This design comes from an exercise in tuning for small area and few clock cycles per item on the open sky130 flow, not from production work.
At most, simulation tests tie the RTL to the original design; equivalence was not proved.

==> run G <==
==> flow/design.v (excerpt) <==
module heading_yaw_slew_limiter (
    input  logic                               clk,
    input  logic                               rst_n,
    input  logic                               cfg_we,
    input  logic [hysl_pkg::CFG_IDX_W-1:0]     cfg_index,
    input  logic [hysl_pkg::CFG_DATA_W-1:0]    cfg_data,
    input  logic                               point_valid,
    output logic                               point_ready,
    input  logic signed [31:0]                 point_pos_x,
    input  logic signed [31:0]                 point_pos_y,
    input  logic signed [15:0]                 point_vel_x,
    input  logic signed [15:0]                 point_vel_y,
    output logic                               cmd_valid,
    input  logic                               cmd_ready,
    output logic signed [31:0]                 cmd_x,
    output logic signed [31:0]                 cmd_y,
    output logic        [30:0]                 cmd_z,
    output logic signed [15:0]                 cmd_yaw,
    output logic signed [15:0]                 cmd_yaw_rate
);
    logic [30:0] hover_height_reg;
    logic [14:0] yaw_step_max_reg;
    logic [14:0] yaw_rate_max_reg;
    logic [15:0] inv_tick_reg;
    logic [31:0] speed_sq_min_reg;
    logic        en;
    logic        fr_valid;
    logic [31:0] fr_pos_x;
    logic [31:0] fr_pos_y;
    logic        fr_slow;
    logic [15:0] fr_aim;
    always_ff @(posedge clk or negedge rst_n)
    begin
        if (!rst_n)
        begin
            hover_height_reg <= 31'd52429;
            yaw_step_max_reg <= 15'd257;
            yaw_rate_max_reg <= 15'd3217;
            inv_tick_reg     <= 16'd12800;
            speed_sq_min_reg <= 32'd655;
        end
  ...
Settings: LEC_CHECK=0, ABC_AREA=1, CAP_MARGIN=10, CORE_MARGIN=2, CORE_UTILIZATION=55, SLEW_MARGIN=10; clock period 14.0 ns.
standard.sh (not shown) runs the stock make flow with config.mk's settings and CLKGATE_MAP_FILE= SYNTH_SCRIPT=/design/flow/synth_recipe.tcl, a recipe that flattens the netlist after the stock synthesis.
==> flow/flow/run.sh <==
#!/bin/bash
# Own layout flow: the standard synthesis, then three netlist passes on the
# logic between the registers (registers stay exactly as synthesized: same
# instances, names and cell types), then the standard layout:
#  1. invpush.py: a full adder is self-dual, so a full-adder cell may take its
#     inputs and give its outputs in the other polarity when that cancels
#     inverters; a gate whose only load is an inverter becomes its complement.
#  2. ABC (remap.abc: the standard flow's area script with more restructuring)
#     re-maps all the logic except the
#     registers and the full adders of the carry-save trees that feed only the
#     slow flag or the rate (keepcsa.py marks them); the CORDIC adders come out
#     of it faster than as half/full-adder cells.
#  3. invpush.py again.
# Every port is buffered as the standard flow does, with the buffer cell named
# in port_buffer. Each step's output goes to a log file of its own here.
set -euo pipefail
WORK=$(pwd)
FLOW_DIR=$WORK/flow
RES=$WORK/orfs/results/$FLOW_PLATFORM/heading_yaw_slew_limiter/base
LIB=$FLOW_HOME/platforms/$FLOW_PLATFORM/lib/sky130_fd_sc_hd__tt_025C_1v80.lib
YOSYS=$FLOW_HOME/../tools/install/yosys/bin/yosys
[[ -x $YOSYS ]] || YOSYS=$(command -v yosys)

bash standard.sh synth > $WORK/flow_1_synth.log 2>&1
cp $RES/1_2_yosys.v $WORK/standard_netlist.v

python3 $FLOW_DIR/invpush.py $WORK/standard_netlist.v $WORK/pass1_netlist.v $LIB > $WORK/flow_2_invpush.log 2>&1
python3 $FLOW_DIR/keepcsa.py $WORK/pass1_netlist.v $WORK/pass1_marked.v $WORK/keep_stub.v > $WORK/flow_3_keepcsa.log 2>&1

SEQ=$(grep -oE 'cell *\("?sky130_fd_sc_hd__[a-z0-9_]*' $LIB | sed 's/cell *("*//' \
      | grep -E '__(df|dl|edf|sdf|sed|sdl|lpflow|einv|ebuf|conb|tap|fill|decap|diode|probe|clkdly|dlygate)' \
      | sort -u | tr '\n' ' ')
DONT=$(grep -oE 'cell *\("?sky130_fd_sc_hd__[a-z0-9_]*' $LIB | sed 's/cell *("*//' \
      | grep -E '__(lpflow|probe)' | sort -u | sed 's/^/-dont_use /' | tr '\n' ' ')
$YOSYS -l $WORK/flow_4_abc.log -p "
read_liberty -ignore_miss_func $LIB;
blackbox $SEQ;
read_verilog -lib $WORK/keep_stub.v;
read_verilog $WORK/pass1_marked.v;
hierarchy -top $FLOW_TOP;
flatten;
opt_clean;
abc -liberty $LIB $DONT -script $FLOW_DIR/remap.abc;
splitnets;
opt_clean -purge;
hilomap -singleton -hicell sky130_fd_sc_hd__conb_1 HI -locell sky130_fd_sc_hd__conb_1 LO;
insbuf -buf sky130_fd_sc_hd__buf_4 A X;
write_verilog -noexpr -noattr -nohex -nodec $WORK/pass2_marked.v;
tee -o $WORK/pass2_stat.txt stat -liberty $LIB
" > /dev/null
sed 's/hyslkeep_//' $WORK/pass2_marked.v > $WORK/pass2_netlist.v

python3 $FLOW_DIR/invpush.py $WORK/pass2_netlist.v $WORK/pass3_netlist.v $LIB > $WORK/flow_5_invpush.log 2>&1
cp $WORK/pass3_netlist.v $RES/1_2_yosys.v
touch $RES/1_2_yosys.v

export BUFFER_PORTS_ARGS="-buffer_cell $(cat $FLOW_DIR/port_buffer)"
bash standard.sh > $WORK/flow_6_layout.log 2>&1
==> flow/flow/remap.abc <==
strash
dc2
dch -f
map -B 0.9
topo
stime -c
buffer -c
upsize -c
dnsize -c
Other scripts of this flow, unchanged in this note and not shown: flow/flow/invpush.py, flow/flow/keepcsa.py, flow/flow/port_buffer
==> run H: changes against run G <==
--- a/flow/design.v
+++ b/flow/design.v
@@ -593,29 +593,30 @@
     logic [23:0] u_2;
     logic d3;
     logic [24:0] us_3;
     logic [24:0] cx_3;
     logic c_3;
     logic [22:0] xs_3;
     logic [22:0] u_3;
-    logic [24:0] cx_r3;
-    logic d02_r3;
-    logic d03_r3;
-    logic [31:0] px_r3;
-    logic [31:0] py_r3;
-    logic sl_r3;
-    logic [22:0] u_r3;
-    logic vl_r3;
-    logic [1:0] zc_r3;
     logic d4;
     logic [24:0] us_4;
     logic [24:0] cx_4;
     logic c_4;
     logic [21:0] xs_4;
     logic [21:0] u_4;
+    logic [24:0] cx_r4;
+    logic d02_r4;
+    logic d03_r4;
+    logic d04_r4;
+    logic [31:0] px_r4;
+    logic [31:0] py_r4;
+    logic sl_r4;
+    logic [21:0] u_r4;
+    logic vl_r4;
+    logic [1:0] zc_r4;
     logic d5;
     logic [24:0] us_5;
     logic [24:0] cx_5;
     logic c_5;
     logic [21:0] xs_5;
     logic [21:0] u_5;
     logic d6;
@@ -632,34 +633,35 @@
     logic [19:0] u_7;
     logic d8;
     logic [24:0] us_8;
     logic [24:0] cx_8;
     logic c_8;
     logic [18:0] xs_8;
     logic [18:0] u_8;
-    logic [24:0] cx_r8;
-    logic d02_r8;
-    logic d03_r8;
-    logic d04_r8;
-    logic d05_r8;
-    logic d06_r8;
-    logic d07_r8;
-    logic d08_r8;
-    logic [31:0] px_r8;
-    logic [31:0] py_r8;
-    logic sl_r8;
-    logic [18:0] u_r8;
-    logic vl_r8;
-    logic [1:0] zc_r8;
     logic d9;
     logic [24:0] us_9;
     logic [24:0] cx_9;
     logic c_9;
     logic [17:0] xs_9;
     logic [17:0] u_9;
+    logic [24:0] cx_r9;
+    logic d02_r9;
+    logic d03_r9;
+    logic d04_r9;
+    logic d05_r9;
+    logic d06_r9;
+    logic d07_r9;
+    logic d08_r9;
+    logic d09_r9;
+    logic [31:0] px_r9;
+    logic [31:0] py_r9;
+    logic sl_r9;
+    logic [17:0] u_r9;
+    logic vl_r9;
+    logic [1:0] zc_r9;
     logic d10;
     logic [24:0] us_10;
     logic [24:0] cx_10;
     logic c_10;
     logic [16:0] xs_10;
     logic [16:0] u_10;
     logic d11;
@@ -1180,26 +1182,26 @@
     hysl_add #(24, 1) u_u_2 (.a(u_1[23:0]), .b(xs_2 ^ {24{d2}}), .ci(d2), .y(u_2));
     assign d3 = !u_2[23];
     assign us_3 = {{3{u_2[23]}}, u_2[23:2]};
     assign c_3 = &u_2[1:0];
     hysl_add #(25, 1) u_cx_3 (.a(cx_2), .b(us_3 ^ {25{!d3}}), .ci(!(d3 ^ c_3)), .y(cx_3));
     assign xs_3 = cx_2[24:2];
     hysl_add #(23, 1) u_u_3 (.a(u_2[22:0]), .b(xs_3 ^ {23{d3}}), .ci(d3), .y(u_3));
-    assign d4 = !u_r3[22];
-    assign us_4 = {{5{u_r3[22]}}, u_r3[22:3]};
-    assign c_4 = &u_r3[2:0];
-    hysl_add #(25, 1) u_cx_4 (.a(cx_r3), .b(us_4 ^ {25{!d4}}), .ci(!(d4 ^ c_4)), .y(cx_4));
-    assign xs_4 = cx_r3[24:3];
-    hysl_add #(22, 1) u_u_4 (.a(u_r3[21:0]), .b(xs_4 ^ {22{d4}}), .ci(d4), .y(u_4));
-    assign d5 = !u_4[21];
-    assign us_5 = {{7{u_4[21]}}, u_4[21:4]};
-    assign c_5 = &u_4[3:0];
-    hysl_add #(25, 1) u_cx_5 (.a(cx_4), .b(us_5 ^ {25{!d5}}), .ci(!(d5 ^ c_5)), .y(cx_5));
-    assign xs_5 = {1'd0, cx_4[24:4]};
-    hysl_add #(22, 1) u_u_5 (.a(u_4[21:0]), .b(xs_5 ^ {22{d5}}), .ci(d5), .y(u_5));
+    assign d4 = !u_3[22];
+    assign us_4 = {{5{u_3[22]}}, u_3[22:3]};
+    assign c_4 = &u_3[2:0];
+    hysl_add #(25, 1) u_cx_4 (.a(cx_3), .b(us_4 ^ {25{!d4}}), .ci(!(d4 ^ c_4)), .y(cx_4));
+    assign xs_4 = cx_3[24:3];
+    hysl_add #(22, 1) u_u_4 (.a(u_3[21:0]), .b(xs_4 ^ {22{d4}}), .ci(d4), .y(u_4));
+    assign d5 = !u_r4[21];
+    assign us_5 = {{7{u_r4[21]}}, u_r4[21:4]};
+    assign c_5 = &u_r4[3:0];
+    hysl_add #(25, 1) u_cx_5 (.a(cx_r4), .b(us_5 ^ {25{!d5}}), .ci(!(d5 ^ c_5)), .y(cx_5));
+    assign xs_5 = {1'd0, cx_r4[24:4]};
+    hysl_add #(22, 1) u_u_5 (.a(u_r4[21:0]), .b(xs_5 ^ {22{d5}}), .ci(d5), .y(u_5));
     assign d6 = !u_5[21];
     assign us_6 = {{8{u_5[21]}}, u_5[21:5]};
     assign c_6 = &u_5[4:0];
     hysl_add #(25, 1) u_cx_6 (.a(cx_5), .b(us_6 ^ {25{!d6}}), .ci(!(d6 ^ c_6)), .y(cx_6));
     assign xs_6 = {1'd0, cx_5[24:5]};
     hysl_add #(21, 1) u_u_6 (.a(u_5[20:0]), .b(xs_6 ^ {21{d6}}), .ci(d6), .y(u_6));
     assign d7 = !u_6[20];
@@ -1210,26 +1212,26 @@
     hysl_add #(20, 1) u_u_7 (.a(u_6[19:0]), .b(xs_7 ^ {20{d7}}), .ci(d7), .y(u_7));
     assign d8 = !u_7[19];
     assign us_8 = {{12{u_7[19]}}, u_7[19:7]};
     assign c_8 = &u_7[6:0];
     hysl_add #(25, 1) u_cx_8 (.a(cx_7), .b(us_8 ^ {25{!d8}}), .ci(!(d8 ^ c_8)), .y(cx_8));
     assign xs_8 = {1'd0, cx_7[24:7]};
     hysl_add #(19, 1) u_u_8 (.a(u_7[18:0]), .b(xs_8 ^ {19{d8}}), .ci(d8), .y(u_8));
-    assign d9 = !u_r8[18];
-    assign us_9 = {{14{u_r8[18]}}, u_r8[18:8]};
-    assign c_9 = &u_r8[7:0];
-    hysl_add #(25, 1) u_cx_9 (.a(cx_r8), .b(us_9 ^ {25{!d9}}), .ci(!(d9 ^ c_9)), .y(cx_9));
-    assign xs_9 = {1'd0, cx_r8[24:8]};
-    hysl_add #(18, 1) u_u_9 (.a(u_r8[17:0]), .b(xs_9 ^ {18{d9}}), .ci(d9), .y(u_9));
-    assign d10 = !u_9[17];
-    assign us_10 = {{16{u_9[17]}}, u_9[17:9]};
-    assign c_10 = &u_9[8:0];
-    hysl_add #(25, 1) u_cx_10 (.a(cx_9), .b(us_10 ^ {25{!d10}}), .ci(!(d10 ^ c_10)), .y(cx_10));
-    assign xs_10 = {1'd0, cx_9[24:9]};
-    hysl_add #(17, 1) u_u_10 (.a(u_9[16:0]), .b(xs_10 ^ {17{d10}}), .ci(d10), .y(u_10));
+    assign d9 = !u_8[18];
+    assign us_9 = {{14{u_8[18]}}, u_8[18:8]};
+    assign c_9 = &u_8[7:0];
+    hysl_add #(25, 1) u_cx_9 (.a(cx_8), .b(us_9 ^ {25{!d9}}), .ci(!(d9 ^ c_9)), .y(cx_9));
+    assign xs_9 = {1'd0, cx_8[24:8]};
+    hysl_add #(18, 1) u_u_9 (.a(u_8[17:0]), .b(xs_9 ^ {18{d9}}), .ci(d9), .y(u_9));
+    assign d10 = !u_r9[17];
+    assign us_10 = {{16{u_r9[17]}}, u_r9[17:9]};
+    assign c_10 = &u_r9[8:0];
+    hysl_add #(25, 1) u_cx_10 (.a(cx_r9), .b(us_10 ^ {25{!d10}}), .ci(!(d10 ^ c_10)), .y(cx_10));
+    assign xs_10 = {1'd0, cx_r9[24:9]};
+    hysl_add #(17, 1) u_u_10 (.a(u_r9[16:0]), .b(xs_10 ^ {17{d10}}), .ci(d10), .y(u_10));
     assign d11 = !u_10[16];
     assign us_11 = {{18{u_10[16]}}, u_10[16:10]};
     assign c_11 = &u_10[9:0];
     hysl_add #(25, 1) u_cx_11 (.a(cx_10), .b(us_11 ^ {25{!d11}}), .ci(!(d11 ^ c_11)), .y(cx_11));
     assign xs_11 = {1'd0, cx_10[24:10]};
     hysl_add #(16, 1) u_u_11 (.a(u_10[15:0]), .b(xs_11 ^ {16{d11}}), .ci(d11), .y(u_11));
     assign d12 = !u_11[15];
@@ -1246,15 +1248,15 @@
     hysl_add #(14, 1) u_u_13 (.a(u_12[13:0]), .b(xs_13 ^ {14{d13}}), .ci(d13), .y(u_13));
     assign d14 = !u_13[13];
     assign xs_14 = {1'd0, cx_13[24:13]};
     hysl_add #(13, 1) u_u_14 (.a(u_13[12:0]), .b(xs_14 ^ {13{d14}}), .ci(d14), .y(u_14));
     assign d15 = !u_14[12];
     always_comb
     begin
-        unique case ({zc_r8, d02_r8, d03_r8, d04_r8, d05_r8})
+        unique case ({zc_r9, d02_r9, d03_r9, d04_r9, d05_r9})
             6'd0: e_tab = 16'hfa7b;
             6'd1: e_tab = 16'hfe79;
             6'd2: e_tab = 16'h0271;
             6'd3: e_tab = 16'h066f;
             6'd4: e_tab = 16'h0a29;
             6'd5: e_tab = 16'h0e27;
             6'd6: e_tab = 16'h121f;
@@ -1314,68 +1316,70 @@
             6'd60: e_tab = 16'hc34d;
             6'd61: e_tab = 16'hc74b;
             6'd62: e_tab = 16'hcb43;
             6'd63: e_tab = 16'hcf41;
             default: e_tab = 16'h0000;
         endcase
     end
-    hysl_add #(16) u_e9 (.a(e_tab), .b({6'd0, d06_r8, d07_r8, d08_r8, d9, 6'd0}), .ci(1'b0), .y(e9));
+    hysl_add #(16) u_e9 (.a(e_tab), .b({6'd0, d06_r9, d07_r9, d08_r9, d09_r9, 6'd0}), .ci(1'b0), .y(e9));
     assign e9m = e9 - 16'd51472;
     assign e9p = e9 + 16'd51472;
     assign dhi = 17'sd25737 - {e9[15], e9};
     assign dlo = -17'sd25736 - {e9[15], e9};
     assign g = {1'b0, d10, d11, d12, d13, d14, 1'b0} + {5'd0, d15, 1'b0};
     assign z_hi = $signed(dhi) <= 17'sd0 || ($signed(dhi) <= 17'sd64 && g >= dhi[6:0]);
     assign z_lo = $signed(dlo) >= 17'sd64 || ($signed(dlo) >= 17'sd0 && g <= dlo[6:0]);
     assign zbase = z_hi ? e9m : (z_lo ? e9p : e9);
     hysl_add #(16) u_z (.a(zbase), .b({9'd0, g}), .ci(1'b0), .y(aim_0));
     always_ff @(posedge clk or negedge rst_n)
     begin
         if (!rst_n)
         begin
-            vl_r3 <= 1'b0;
-            vl_r8 <= 1'b0;
+            vl_r4 <= 1'b0;
+            vl_r9 <= 1'b0;
             vl_rz <= 1'b0;
         end
         else if (en)
         begin
-            vl_r3 <= point_valid;
-            vl_r8 <= vl_r3;
-            vl_rz <= vl_r8;
+            vl_r4 <= point_valid;
+            vl_r9 <= vl_r4;
+            vl_rz <= vl_r9;
         end
     end
     always_ff @(posedge clk)
     begin
         if (en)
         begin
-            cx_r3 <= cx_3;
-            d02_r3 <= d2;
-            d03_r3 <= d3;
-            px_r3 <= point_pos_x;
-            py_r3 <= point_pos_y;
-            sl_r3 <= slow_0;
-            u_r3 <= u_3;
-            zc_r3 <= zc;
-            cx_r8 <= cx_8;
-            d02_r8 <= d02_r3;
-            d03_r8 <= d03_r3;
-            d04_r8 <= d4;
-            d05_r8 <= d5;
-            d06_r8 <= d6;
-            d07_r8 <= d7;
-            d08_r8 <= d8;
-            px_r8 <= px_r3;
-            py_r8 <= py_r3;
-            sl_r8 <= sl_r3;
-            u_r8 <= u_8;
-            zc_r8 <= zc_r3;
+            cx_r4 <= cx_4;
+            d02_r4 <= d2;
+            d03_r4 <= d3;
+            d04_r4 <= d4;
+            px_r4 <= point_pos_x;
+            py_r4 <= point_pos_y;
+            sl_r4 <= slow_0;
+            u_r4 <= u_4;
+            zc_r4 <= zc;
+            cx_r9 <= cx_9;
+            d02_r9 <= d02_r4;
+            d03_r9 <= d03_r4;
+            d04_r9 <= d04_r4;
+            d05_r9 <= d5;
+            d06_r9 <= d6;
+            d07_r9 <= d7;
+            d08_r9 <= d8;
+            d09_r9 <= d9;
+            px_r9 <= px_r4;
+            py_r9 <= py_r4;
+            sl_r9 <= sl_r4;
+            u_r9 <= u_9;
+            zc_r9 <= zc_r4;
             aim_rz <= aim_0;
-            px_rz <= px_r8;
-            py_rz <= py_r8;
-            sl_rz <= sl_r8;
+            px_rz <= px_r9;
+            py_rz <= py_r9;
+            sl_rz <= sl_r9;
         end
     end
     assign fr_valid = vl_rz;
     assign fr_pos_x = px_rz;
     assign fr_pos_y = py_rz;
     assign fr_slow  = sl_rz;
     assign fr_aim   = aim_rz;
--- a/flow/flow/run.sh
+++ b/flow/flow/run.sh
@@ -1,16 +1,15 @@
 #!/bin/bash
 # Own layout flow: the standard synthesis, then three netlist passes on the
 # logic between the registers (registers stay exactly as synthesized: same
 # instances, names and cell types), then the standard layout:
 #  1. invpush.py: a full adder is self-dual, so a full-adder cell may take its
 #     inputs and give its outputs in the other polarity when that cancels
 #     inverters; a gate whose only load is an inverter becomes its complement.
-#  2. ABC (remap.abc: the standard flow's area script with more restructuring)
-#     re-maps all the logic except the
+#  2. ABC (the standard flow's area script) re-maps all the logic except the
 #     registers and the full adders of the carry-save trees that feed only the
 #     slow flag or the rate (keepcsa.py marks them); the CORDIC adders come out
 #     of it faster than as half/full-adder cells.
 #  3. invpush.py again.
 # Every port is buffered as the standard flow does, with the buffer cell named
 # in port_buffer. Each step's output goes to a log file of its own here.
 set -euo pipefail
@@ -36,15 +35,15 @@
 read_liberty -ignore_miss_func $LIB;
 blackbox $SEQ;
 read_verilog -lib $WORK/keep_stub.v;
 read_verilog $WORK/pass1_marked.v;
 hierarchy -top $FLOW_TOP;
 flatten;
 opt_clean;
-abc -liberty $LIB $DONT -script $FLOW_DIR/remap.abc;
+abc -liberty $LIB $DONT -script $FLOW_HOME/scripts/abc_area.script;
 splitnets;
 opt_clean -purge;
 hilomap -singleton -hicell sky130_fd_sc_hd__conb_1 HI -locell sky130_fd_sc_hd__conb_1 LO;
 insbuf -buf sky130_fd_sc_hd__buf_4 A X;
 write_verilog -noexpr -noattr -nohex -nodec $WORK/pass2_marked.v;
 tee -o $WORK/pass2_stat.txt stat -liberty $LIB
 " > /dev/null
removed: flow/flow/remap.abc
==> run_results.csv <==
group,metric,value,unit
detailed_routing,wl_per_cell,17.0,um
sta,rsz0062_at_grt,"true",
placement,dp_hpwl,118000,um
die,die_h,317,um
grt,antenna_found_initial,2,
detailed_routing,drt-met1-wl,65000,um
placement,dpl_cell_area,56300,um^2
outcome,outcome,"finished clean",
Source of the figures above: run G

==> run_results.csv <==
group,metric,value,unit
placement,portBuffers,264,
placement,place_inst,9484,
detailed_routing,wl_per_cell,16.7,um
placement,dp_hpwl,132000,um
detailed_routing,drt-met1-wl,69600,um
die,die_h,325,um
grt,antenna_found_initial,4,
placement,dpl_cell_area,59200,um^2
sta,max_freq,75.4,MHz
outcome,outcome,"finished clean",
finish,dominant_cells,"multi-input gates",
Source of the figures above: run H

Testbench counts of run H, summed over its fixed seeds: cycles 12,024, items 12,000.
No functional check of the RTL was part of run G.

[port drivers added, routing unchanged]
The flow's constraints put no driver on any port. The routed layouts listed below were extracted and timed again, unchanged, in two steps. Step 1 (the two cells are an assumption about what drives the block):
set clk [get_ports {clk}]
set_driving_cell -lib_cell sky130_fd_sc_hd__clkbuf_16 $clk
set_driving_cell -lib_cell sky130_fd_sc_hd__buf_2 [delete_from_list [all_inputs] $clk]
Step 2, shift: input delay + t, output delay - t, t = (earliest + latest rising clock arrival at the registers) / 2. This alone moves slack from input paths to output paths. Three values: ideal ports, drivers, drivers and shift; two values: the first two.
| run | shift t [ns] | setup WS [ns] | worst setup path after step 2 | worst register clock-pin slew, ns | pins driven straight from the clock port |
|---|---|---|---|---|---|
| run G | 0.712 | 0.473 / 0.473 / 0.347 | input to register | 0.07 / 0.07 | 1 |
| run H | 0.711 | 0.744 / 0.670 / 0.621 | input to register | 0.07 / 0.07 | 1 |
After both steps setup and hold are still met in every run listed. The setup slack of run G, which loses most, moves by 0.000 ns with the drivers and by -0.126 ns with both steps.
